What follows belongs to an exercise in optimizing a design on an open flow for small area, a short achievable clock period and few clock cycles per item; a production flow would make more cautious choices. Function was checked by simulation only, so behaviour that the tests miss may differ from the original. Power figures rest on the tool's default switching activity, not on a simulated workload.

## flow/design.v (module list and top-level ports; edited modules follow where they fit)
// module conv_top: 4045 lines
module conv_top (
  input  logic clk,
  input  logic rst_n,
  input  logic [15:0] ifmap_dat,
  input  logic ifmap_vld,
  output logic ifmap_rdy,
  input  logic [15:0] weights_dat,
  input  logic weights_vld,
  output logic weights_rdy,
  output logic [31:0] ofmap_dat,
  output logic ofmap_vld,
  input  logic ofmap_rdy
);
  // ...
==> flow/flow/run.sh <==
#!/bin/bash
# Standard layout with two changes:
#  - one netlist step between synthesis and floorplan: fa_polarity.py flips
#    full-adder cells (FA(~a,~b,~c) = ~FA(a,b,c)) so that fewer inverters sit
#    between them; registers and other cells are untouched;
#  - repair_timing aims for a setup slack margin of MARGIN ns (the clock and
#    all constraints stay the design's).
set -euo pipefail
MARGIN=5.25
WORK=$(pwd)
R=$WORK/orfs/results/$FLOW_PLATFORM/conv_top/base
sed "s/SETUP_SLACK_MARGIN=[0-9.]*/SETUP_SLACK_MARGIN=$MARGIN/" standard.sh > $WORK/flow_standard_margin.sh
grep -q "SETUP_SLACK_MARGIN=$MARGIN" $WORK/flow_standard_margin.sh
bash $WORK/flow_standard_margin.sh synth > $WORK/flow_synth.log 2>&1
cp $R/1_2_yosys.v $WORK/yosys_standard.v
python3 $WORK/flow/fa_polarity.py $WORK/yosys_standard.v $R/1_2_yosys.v > $WORK/fa_polarity.log 2>&1
rm -f $R/1_synth.odb $R/1_synth.sdc
bash $WORK/flow_standard_margin.sh finish > $WORK/flow_layout.log 2>&1
==> flow/flow/fa_polarity.py <==
#!/usr/bin/env python3
"""Choose the polarity of each full-adder cell in a mapped netlist so that
fewer inverters are needed, and rewrite the netlist.

A full adder is self-dual: FA(~a, ~b, ~c) = (~sum, ~carry). Synthesis leaves
inverters between adder cells wherever it picked the wrong polarity; this
flips adders (greedy local search) to remove them. Registers and all other
cells are untouched; the function of the netlist is unchanged.

usage: fa_polarity.py IN.v OUT.v
"""
import re
import sys
from collections import defaultdict

src = open(sys.argv[1]).read()

FA_RE = re.compile(r'sky130_fd_sc_hd__fa_\d+$')
INV_RE = re.compile(r'sky130_fd_sc_hd__(inv|clkinv)_\d+$')

# split module body into cell instances and other statements
m = re.search(r'(module\s+\w+\s*\(.*?\);)(.*)(endmodule)', src, re.S)
head, body, tail = src[:m.start(2)], m.group(2), src[m.end(2):]

cell_re = re.compile(r'^\s*(sky130_fd_sc_hd__\w+)\s+(\S+)\s*\((.*?)\);\s*$', re.S | re.M)
pin_re = re.compile(r'\.(\w+)\s*\(\s*(.*?)\s*\)\s*(?:,|$)', re.S)

cells = []   # [type, name, {pin: net}, span]
for cm in cell_re.finditer(body):
    pins = dict((p, n.strip()) for p, n in pin_re.findall(cm.group(3)))
    cells.append([cm.group(1), cm.group(2), pins, cm.span()])

OUTPINS = {'X', 'Y', 'Q', 'Q_N', 'SUM', 'COUT', 'HI', 'LO'}

# nets referenced outside cell instances (assigns, ports) are fixed
rest = cell_re.sub('', body)
fixed_nets = set()
for st in re.findall(r'^\s*assign\s+(.*?);', rest, re.M | re.S):
    for tok in re.findall(r'\\\S+|[A-Za-z_][\w$]*(?:\s*\[\d+(?::\d+)?\])?', st):
        fixed_nets.add(tok.strip())
out_ports = set(re.findall(r'^\s*output\s+(?:\[[^\]]*\]\s*)?(\w+)\s*;', body, re.M))
def is_port_net(net):
    b = re.sub(r'\s*\[.*$', '', net.lstrip('\\').strip())
    return b in out_ports

driver = {}
loads = defaultdict(list)  # net -> [(cell index, pin)]
for i, (t, n, pins, sp) in enumerate(cells):
    for p, net in pins.items():
        if p in OUTPINS:
            driver[net] = (i, p)
        else:
            loads[net].append((i, p))

# collapse inverters: a net driven by an inverter whose input is a plain net
def is_inv(i):
    return INV_RE.match(cells[i][0]) is not None

def base(net):
    """(root net, polarity) for a net, following inverters"""
    pol = 0
    seen = 0
    while net in driver and is_inv(driver[net][0]) and seen < 8:
        net = cells[driver[net][0]][2]['A']
        pol ^= 1
        seen += 1
    return net, pol

fas = [i for i, c in enumerate(cells) if FA_RE.match(c[0])]
fa_set = set(fas)

# inverters we may remove: all inverter cells (they are recreated as needed)
# but keep inverters whose output net is fixed (assign/port) or drives
# something we cannot re-point (we re-point any cell input pin).
removable_inv = set()
for i, c in enumerate(cells):
    if is_inv(i):
        y = c[2]['Y']
        if y in fixed_nets or is_port_net(y):
            continue
        removable_inv.add(i)

# consumers: every non-removable-inverter input pin, expressed on the root
# consumer entries: (cell idx, pin, root, need_pol)
cons = []
for i, (t, n, pins, sp) in enumerate(cells):
    if i in removable_inv:
        continue
    for p, net in pins.items():
        if p in OUTPINS:
            continue
        if net.startswith("1'b") or net in fixed_nets and net not in driver:
            # constant or port-like
            pass
        r, pol = base(net) if net not in fixed_nets else (net, 0)
        # if the path goes through a non-removable inverter, base() stops? handle
        cons.append((i, p, net, r, pol))

# root -> list of consumer indices
by_root = defaultdict(list)
for k, (i, p, net, r, pol) in enumerate(cons):
    by_root[r].append(k)

flip = defaultdict(int)  # fa cell idx -> 0/1

def root_flip(r):
    d = driver.get(r)
    if d and d[0] in fa_set:
        return flip[d[0]]
    return 0

def need(k):
    i, p, net, r, pol = cons[k]
    f = flip[i] if (i in fa_set and p in ('A', 'B', 'CIN')) else 0
    return pol ^ root_flip(r) ^ f

def root_cost(r):
    return 1 if any(need(k) for k in by_root[r]) else 0

# roots touched by each FA: its input roots and its output roots
fa_roots = {}
for i in fas:
    rs = set()
    for p in ('A', 'B', 'CIN'):
        net = cells[i][2][p]
        rs.add(base(net)[0] if net not in fixed_nets else net)
    for p in ('SUM', 'COUT'):
        rs.add(cells[i][2][p])
    fa_roots[i] = rs

total = sum(root_cost(r) for r in by_root)
sys.stderr.write("inverters before: %d cells, modelled %d\n" % (len(removable_inv), total))
def flippable(i):
    return all(not (cells[i][2][p] in fixed_nets or is_port_net(cells[i][2][p])) for p in ('SUM', 'COUT'))

for it in range(20):
    changed = 0
    for i in fas:
        if not flippable(i):
            continue
        rs = fa_roots[i]
        before = sum(root_cost(r) for r in rs)
        flip[i] ^= 1
        after = sum(root_cost(r) for r in rs)
        if after < before:
            changed += 1
            total += after - before
        else:
            flip[i] ^= 1
    if not changed:
        break
sys.stderr.write("after flips: modelled %d inverters, %d adders flipped\n" % (total, sum(flip.values())))

# ---- rewrite
# physical net of a root: FA outputs keep their net names (carrying the
# flipped value if flipped); a root needing inversion gets one new inverter
def esc(net):
    return net + ' ' if net.startswith('\\') else net

new_cells = []
inv_of = {}
cnt = [0]
def inv_net(r):
    if r not in inv_of:
        cnt[0] += 1
        nn = 'fapol_n%d' % cnt[0]
        inv_of[r] = nn
        new_cells.append('  sky130_fd_sc_hd__inv_1 fapol_i%d (\n    .A(%s),\n    .Y(%s)\n  );\n' % (cnt[0], esc(phys_root(r)), nn))
    return inv_of[r]

# flipped adders drive renamed nets (they carry the complement)
ren = {}
for i in fas:
    if flip[i]:
        for p in ('SUM', 'COUT'):
            cnt[0] += 1
            ren[cells[i][2][p]] = 'fapol_p%d' % cnt[0]

def phys_root(r):
    return ren.get(r, r)

newpins = defaultdict(dict)
for i in fas:
    if flip[i]:
        for p in ('SUM', 'COUT'):
            newpins[i][p] = ren[cells[i][2][p]]
for k, (i, p, net, r, pol) in enumerate(cons):
    nd = need(k)
    phys = inv_net(r) if nd else phys_root(r)
    if phys != net:
        newpins[i][p] = phys

out = []
pos = 0
wires = []
for i, (t, n, pins, sp) in enumerate(cells):
    out.append(body[pos:sp[0]])
    pos = sp[1]
    if i in removable_inv:
        continue
    pp = dict(pins)
    pp.update(newpins.get(i, {}))
    text = '  %s %s (\n%s\n  );' % (t, n, ',\n'.join('    .%s(%s)' % (a, esc(b)) for a, b in pp.items()))
    out.append(text)
out.append(body[pos:])
decl = ''.join('  wire %s;\n' % v for v in list(inv_of.values()) + list(ren.values()))
res = head + '\n' + decl + ''.join(out) + ''.join(new_cells) + tail
open(sys.argv[2], 'w').write(res)
sys.stderr.write("inverters after: %d\n" % len(inv_of))
==> flow/standard.sh <==
#!/bin/bash
# synth_recipe.tcl (not shown) runs the flow's synth.tcl, then flattens the netlist and writes it again
# the make line also repeats each setting of config.mk as NAME=value (left out here)
make -C /OpenROAD-flow-scripts/flow DESIGN_CONFIG=/design/flow/config.mk WORK_HOME=/design/flow/orfs CLKGATE_MAP_FILE= SYNTH_SCRIPT=/design/flow/synth_recipe.tcl "${@:-finish}"
==> flow/config.mk <==
export PLATFORM = sky130hd
export DESIGN_NAME = conv_top
export DESIGN_NICKNAME = conv_top
export VERILOG_FILES = /design/flow/design.v
export SDC_FILE = /design/flow/constraint.sdc
export NUM_CORES = 4
export LEC_CHECK = 0
export ABC_CLOCK_PERIOD_IN_PS = 2500
export CAP_MARGIN = 20
export CORE_MARGIN = 2
export CORE_UTILIZATION = 55
export SETUP_SLACK_MARGIN = 5
export SLEW_MARGIN = 20
==> flow/constraint.sdc <==
create_clock -name core_clock -period 8.0 [get_ports {clk}]
set_input_delay 1.6000 -clock core_clock [delete_from_list [all_inputs] [get_ports {clk}]]
set_output_delay 1.6000 -clock core_clock [all_outputs]
set_load 0.01 [all_outputs]
==> flow_summary.yaml, run 1 <==
outcome:
  status: "finished clean"
floorplan:
  initial_core_util_pct: 55.5
  die_h_um: 324
  pin_count: 72
  die_area_mm2: 0.105
route:
  vias: 36531
  drtAntennaViolNets: 0
  wire_per_inst_um: 28.5
  vias_per_cell: 5.88
final_layout:
  layout_commonest_cell: "dfxtp_1"
  inverters_excl_clock: 307
  insertedDiodeCount: 0
  final_nets: 5461
  seq_cell_count: 1151
  fillers: 7533
  reg.largest.list: "st1: 216 flops, st2: 63 flops"
  multi_input_area_share_pct: 43.3
  final-clk-cell-share_pct: 5.51
  largest_register_ff_count: 216
sta:
  setup_violations: 0
  fin_skew_ns: 0.0491
  hold_slack_ns: 0.313
  max_clock_freq_mhz: 333
  min_period_over_period_pct: 37.5
clocking:
  cts_htree_levels: 3
  clockRootBuffer: "clkbuf_16"
  hold_buffers: 0
  clkLatencyLatePin_ns: 0.73
global_route:
  grt_use_met1_pct: 43.7
  grt_use_met2_pct: 50.2
  grt.total_usage_pct: 33.8
  antenna_found_initial: 4
min_path:
  hold_class: "flop to flop"
power:
  switching_share_pct: 36.7
  powerDensity_mw_per_mm2: 374
  power.group.top: "combinational cells"
setup_path:
  cp.depth: 2
  cp_cell_sequence: "buf_12, buf_6"
  crit_type: "flop to output pin"
  r2r_cells: 9
  cp_top_family: "flip-flops"
  end_kind: "output pin"
  r2r_setup_slack_ns: 5.08
  startpoint_type: "flop"
job:
  drv_cap: 0
Testbench counts, summed over its fixed seeds: cycles 4,304, jobs 128.
==> run 2: changes to the inputs <==
--- a/flow/design.v
+++ b/flow/design.v
@@ -37,36 +37,35 @@
     e[19] = (y[13] & ~y[12] & ~y[11]) | (~y[13] & y[12] & y[11]);
     e[20] = y[13];
     e[21] = y[14] ^ y[13];
     e[22] = (y[15] & ~y[14] & ~y[13]) | (~y[15] & y[14] & y[13]);
     e[23] = y[15];
     e[24] = y[15];    booth_enc = e;
   endfunction
   logic [1:0] ph;   
+  logic [1:0] ph_nx;
   always_ff @(posedge clk or negedge rst_n) begin
     if (!rst_n) ph <= 2'd0;
-    else ph <= ph + 2'd1;
+    else ph <= ph_nx;
   end
   logic [15:0] x_in;
   logic x_in_v;
   logic [15:0] a0, a1, a2, a3;   
   logic [2:0] a_n;
   logic [24:0] h0, h1, h2, h3;   
   logic hv;
   logic [1:0] lp_oc;   
   logic [2:0] lp_pix;   
   logic pix_avail, hfree, hload, go, x_moved;
   logic [2:0] q_nx;
-  logic [15:0] w_in;
-  logic w_in_v;
   logic [4:0] n_ins;   
   logic [3:0] sdone;   
   logic [3:0] wval;   
-  logic ins, sfull, xfer, w_busy_nx, ins_nx;
+  logic ins, sfull, xfer;
   logic [4:0] n_ins_nx;
   logic [15:0] wr0_0, wr0_1, wr0_2, wr0_3;
   logic [15:0] wr1_0, wr1_1, wr1_2, wr1_3;
   logic [15:0] wr2_0, wr2_1, wr2_2, wr2_3;
   logic [15:0] wr3_0, wr3_1, wr3_2, wr3_3;
   logic [15:0] ws0_0, ws0_1, ws0_2, ws0_3;
   logic [15:0] ws1_0, ws1_1, ws1_2, ws1_3;
   logic [15:0] ws2_0, ws2_1, ws2_2, ws2_3;
@@ -1983,21 +1982,20 @@
   logic c1902;
   assign sfull = n_ins[4];
   assign go = hv && (lp_oc == ph) && wval[ph] && (cred != 3'd0);
   assign pix_avail = (a_n == 3'd4) || (a_n == 3'd3 && x_in_v);
   assign hfree = !hv || (go && lp_oc == 2'd3);
   assign hload = pix_avail && hfree;
   assign x_moved = x_in_v && (hload || a_n != 3'd4);
   assign q_nx = a_n + {2'b00, x_in_v} + {2'b00, ifmap_rdy} - (hload ? 3'd4 : 3'd0);
-  assign ins = w_in_v && !sfull && (ph == n_ins[1:0]);
+  assign ins = weights_vld && weights_rdy;
   assign xfer = sfull && !sdone[ph] && (!wval[ph] || (go && lp_pix == 3'd7));
   assign n_ins_nx = (xfer && ((sdone | (4'b0001 << ph)) == 4'hf)) ? 5'd0 : n_ins + {4'b0000, ins};
-  assign w_busy_nx = weights_rdy || (w_in_v && !ins);
-  assign ins_nx = !n_ins_nx[4] && (n_ins_nx[1:0] == ph + 2'd1);
+  assign ph_nx = (n_ins == 5'd0 && wval == 4'd0 && !ins) ? 2'd0 : ph + 2'd1;
   assign pop = ofmap_vld && ofmap_rdy;
   assign o_free = !ofmap_vld || ofmap_rdy;
   assign push = v2;
   logic [2:0] cred_h, cred_r;
   logic [1:0] rp_h, rp_r, wp_h, wp_r, qn_h, qn_r;
   logic ov_h, ov_r;
   logic [1:0] rp_inc, wp_inc;
   assign rp_inc = (q_rp == 2'd2) ? 2'd0 : q_rp + 2'd1;
@@ -2025,17 +2023,16 @@
   always_ff @(posedge clk or negedge rst_n) begin
     if (!rst_n) begin
       x_in_v <= 1'b0;
       ifmap_rdy <= 1'b0;
       a_n <= 3'd0;
       hv <= 1'b0;
       lp_oc <= 2'd0;
       lp_pix <= 3'd0;
-      w_in_v <= 1'b0;
       weights_rdy <= 1'b0;
       n_ins <= 5'd0;
       sdone <= 4'd0;
       wval <= 4'd0;
       cred <= 3'd4;
       v1 <= 1'b0;
       v2 <= 1'b0;
       ofmap_vld <= 1'b0;
@@ -2051,18 +2048,17 @@
       end else begin
         if (go && lp_oc == 2'd3) hv <= 1'b0;
         if (x_in_v && a_n != 3'd4) a_n <= a_n + 3'd1;
       end
       if (go) begin
         lp_oc <= lp_oc + 2'd1;
         if (lp_oc == 2'd3) lp_pix <= lp_pix + 3'd1;
       end
-      w_in_v <= weights_rdy ? weights_vld : (w_in_v && !ins);
-      weights_rdy <= !w_busy_nx || ins_nx;
+      weights_rdy <= !n_ins_nx[4] && (n_ins_nx[1:0] == ph_nx);
       n_ins <= n_ins_nx;
       if (xfer) begin
         sdone <= ((sdone | (4'b0001 << ph)) == 4'hf) ? 4'd0 : (sdone | (4'b0001 << ph));
         wval[ph] <= 1'b1;
       end else if (go && lp_pix == 3'd7) begin
         wval[ph] <= 1'b0;
       end
       v1 <= go;
@@ -2085,45 +2081,44 @@
     end else if (x_in_v) begin
       if (a_n == 3'd0) a0 <= x_in;
       if (a_n == 3'd1) a1 <= x_in;
       if (a_n == 3'd2) a2 <= x_in;
       if (a_n == 3'd3) a3 <= x_in;
     end
   end
   always_ff @(posedge clk) begin
-    if (weights_rdy) w_in <= weights_dat;
     ws0_0 <= ws0_1;
     ws0_1 <= ws0_2;
     ws0_2 <= ws0_3;
-    ws0_3 <= (ins && n_ins[3:2] == 2'd0) ? w_in : ws0_0;
+    ws0_3 <= (ins && n_ins[3:2] == 2'd0) ? weights_dat : ws0_0;
     wr0_0 <= wr0_1;
     wr0_1 <= wr0_2;
     wr0_2 <= wr0_3;
     wr0_3 <= xfer ? ws0_0 : wr0_0;
     ws1_0 <= ws1_1;
     ws1_1 <= ws1_2;
     ws1_2 <= ws1_3;
-    ws1_3 <= (ins && n_ins[3:2] == 2'd1) ? w_in : ws1_0;
+    ws1_3 <= (ins && n_ins[3:2] == 2'd1) ? weights_dat : ws1_0;
     wr1_0 <= wr1_1;
     wr1_1 <= wr1_2;
     wr1_2 <= wr1_3;
     wr1_3 <= xfer ? ws1_0 : wr1_0;
     ws2_0 <= ws2_1;
     ws2_1 <= ws2_2;
     ws2_2 <= ws2_3;
-    ws2_3 <= (ins && n_ins[3:2] == 2'd2) ? w_in : ws2_0;
+    ws2_3 <= (ins && n_ins[3:2] == 2'd2) ? weights_dat : ws2_0;
     wr2_0 <= wr2_1;
     wr2_1 <= wr2_2;
     wr2_2 <= wr2_3;
     wr2_3 <= xfer ? ws2_0 : wr2_0;
     ws3_0 <= ws3_1;
     ws3_1 <= ws3_2;
     ws3_2 <= ws3_3;
-    ws3_3 <= (ins && n_ins[3:2] == 2'd3) ? w_in : ws3_0;
+    ws3_3 <= (ins && n_ins[3:2] == 2'd3) ? weights_dat : ws3_0;
     wr3_0 <= wr3_1;
     wr3_1 <= wr3_2;
     wr3_2 <= wr3_3;
     wr3_3 <= xfer ? ws3_0 : wr3_0;
   end
   assign pp1 = ((h0[0] & wr0_0[0])) ^ h0[2];
   assign pp2 = ((h0[0] & wr0_0[1]) | (h0[1] & wr0_0[0])) ^ h0[2];
   assign pp3 = ((h0[0] & wr0_0[2]) | (h0[1] & wr0_0[1])) ^ h0[2];
==> flow/flow/run.sh (replaced) <==
#!/bin/bash
# Standard layout, with one netlist step between synthesis and floorplan:
# fa_polarity.py flips full-adder cells (FA(~a,~b,~c) = ~FA(a,b,c)) so that
# fewer inverters sit between them. Registers and other cells are untouched.
set -euo pipefail
WORK=$(pwd)
R=$WORK/orfs/results/$FLOW_PLATFORM/conv_top/base
bash standard.sh synth > $WORK/flow_synth.log 2>&1
cp $R/1_2_yosys.v $WORK/yosys_standard.v
python3 $WORK/flow/fa_polarity.py $WORK/yosys_standard.v $R/1_2_yosys.v > $WORK/fa_polarity.log 2>&1
rm -f $R/1_synth.odb $R/1_synth.sdc
bash standard.sh finish > $WORK/flow_layout.log 2>&1
==> run 2 against run 1 <==
Compared with the run above:
- wire length is 0.72% lower
- still clean
- critical path type is now flop to flop
- highest routed layer unchanged
- cell count decreased by 0.90%
- worst setup slack got worse by 0.0036 ns
- critical path depth up 5
- clock skew is 0.014 ns lower
- area after synthesis fell by 0.79%
- critical endpoint is now st1[61]
- first-iteration DRC count shrank 2.1%
- sequential cell count fell by 17
==> flow_summary.yaml, run 2 <==
floorplan:
  die_h_um: 323
  initial_core_util_pct: 55.3
  pin_count: 72
  coreArea_mm2: 0.101
  num_rows: 117
  die_w_um: 323
  die_area_mm2: 0.104
global_route:
  grt_pass1_wl_um: 254000
  grt.total_usage_pct: 34.1
  grt_pass1_vias: 37026
  grt_max_degree: 73
  gr-total-overflow: 0
  antenna_found_initial: 3
setup_path:
  rr_endpoint: "st1[61]"
  end_kind: "flop"
  worstPathRequired_ns: 8.56
  crit_end: "st1[61]"
  cp-startpoint: "h0[5]"
  r2r_setup_slack_ns: 5.00
  r2r_start: "h0[5]"
  startpoint_type: "flop"
  r2r_cells: 7
  arrival_ns: 3.56
  crit_fanout: 10
  crit_type: "flop to flop"
power:
  vdd.ir_drop.worst_v: 0.000289
  power.total_uw: 27300
  powerDensity_mw_per_mm2: 421
  p_leak_uw: 0.0251
min_path:
  hold_class: "flop to flop"
  holdPathStages: 0
placed_design:
  placed_area_mm2: 0.0577
  portBuffers: 71
  dp_slack_ns: 4.12
  dp_hpwl_um: 120000
  dp.cells: 5700
  place.gp.congestion: 1.00
logic_synthesis:
  synthCells: 4553
  postSynthNetCount: 5269
  syn_area_mm2: 0.0560
  ys_warn_count: 1
  syn_avg_cell_area_um2: 12.3
route:
  drt-initial-drc-count: 4378
  drt-pass1-iter-count: 10
  vias_per_cell: 5.87
  vias: 36147
  routed_wl_um: 176000
  wire_per_inst_um: 28.5
  drc: 0
  drtAntennaViolNets: 0
sta:
  hold_viol: 0
  min_period_over_period_pct: 37.5
  rsz0062_at_grt: "yes"
  setup_violations: 0
  max_clock_freq_mhz: 333
  period_needed_ns: 3.00
  slew_violations: 0
  setup_tns_ns: 0
  finalWorstSetupSlack_ns: 5.00
  tightestPinTransition_ns: 1.23
  fin_skew_ns: 0.0346
  max_slew_margin_pct: 17.1
clocking:
  cts_htree_levels: 3
  cts_tree: "done"
  cts_sinks: 1134
  clockRootBuffer: "clkbuf_16"
  cts_buffer_depth: 3
  clkLatencyLatePin_ns: 0.71
  hold_buffers: 0
  cts_buffers: 113
  clk_pin_slew_ns: 0.08
final_layout:
  largest_register_ff_count: 216
  insertedDiodeCount: 0
  drive_above_1_share_pct: 15.0
  layout_commonest_cell: "dfxtp_1"
  fillers: 7884
  final_cell_mix: "dfxtp_1 (768), fa_1 (576), a22oi_1 (478)"
  fin_area_mm2: 0.0649
  final_nets: 5406
  reg.largest.list: "st1: 216 flops, st2: 63 flops"
  area_delta_synth_final_pct: 15.9
  top_register: "st1"
  final_cells: 6155
outcome:
  status: "finished clean"
job:
  drv_cap: 0
==> run 2: metal layers <==
metal	vias to the layer above	wire (µm)	track usage, %
met3	648	23100	12.7
met2	2428	73700	49.5
li1	15285	-	-
met1	17780	67600	44.4
met4	6	11100	18.4
met5	-	57	0.185
==> run 2: repair_timing <==
action,in CTS,in global routing
buffers inserted,231,10
endpoints found under the hold margin,0,0
cloned,0,1
pin swaps,2,15
endpoints found under the setup margin,444,270
resized for setup,125,77
==> run 2: cell type report <==
| cell class | instances | area [µm²] | area share [%] |
|---|---|---|---|
| flip-flops and latches | 1134 | 26000 | 40.1 |
| clock buffers | 156 | 3300 | 5.08 |
| repair buffers | 399 | 4350 | 6.71 |
| clock inverters | 56 | 581 | 0.895 |
| multi-input cells | 2735 | 27700 | 42.7 |
| inverters | 307 | 1210 | 1.87 |
| well taps | 1368 | 1710 | 2.64 |
==> run 2: worst min path at each step <==
stage,startpoint,to,slack [ns]
2_1_floorplan,st1[0],st2[0],0.31
3_3_place_gp,wr0_3[12],wr0_2[12],0.31
3_5_place_dp,wr0_1[2],wr0_0[2],0.31
4_1_cts,wr1_3[13],wr1_2[13],0.32
5_1_grt,ws0_2[14],ws0_1[14],0.32
6_report,wr1_1[3],wr1_0[3],0.31
==> run 2: worst max-delay path, cell delays in order, from the launching register on <==
cell	delay (ns)
edfxtp_1	0.56
clkinvlp_4	0.17
buf_4	0.24
xnor2_1	0.18
fa_1	0.51
inv_1	0.06
fa_2	0.65
fa_1	0.47
==> run 2: where the power goes <==
part / leakage [µW] / switching [µW] / internal [µW] / total [µW]
clock network: 0.00192 / 2300 / 3080 / 5370
registers: 0.00981 / 881 / 8200 / 9080
logic: 0.0134 / 7490 / 5380 / 12900
total: 0.0251 / 10700 / 16700 / 27300
==> run 2: metrics by stage <==
stage          util (%)  hold slack (ns)
3_3_place_gp       56.9            0.310
3_5_place_dp       56.9            0.312
6_report           64.0            0.309
2_1_floorplan         -            0.310
5_1_grt            64.0            0.322
4_1_cts            63.6            0.320
Testbench counts of run 2, summed over its fixed seeds: cycles 4,280, jobs 128.

==> what the ideal ports hide <==
Ports are ideal in the flow. The routed layouts listed here were re-timed in OpenROAD. Step 1: set_driving_cell puts a clkbuf_16 on clk and a buf_2 on each other input, an assumption about the parent block. Step 2 moves the port delays by t, midway between the first and last clock arrival at a register: inputs arrive t later, outputs are due t later. That takes back most of the time a late clock gives input paths. a / b / c = ideal / step 1 / step 2; a / b = the first two.
run | t (ns) | slack for setup (ns) | hold slack, ns | worst register clock-pin slew, ns
run 1 | 0.786 | 5.000 / 4.922 / 4.630 | 0.313 / 0.313 / 0.313 | 0.08 / 0.08
run 2 | 0.769 | 4.997 / 4.979 / 4.520 | 0.309 / 0.309 / 0.309 | 0.08 / 0.08
After both steps every run listed still meets setup and hold. The setup slack of run 2, which loses most, moves by -0.018 ns with the drivers and by -0.477 ns with both steps.
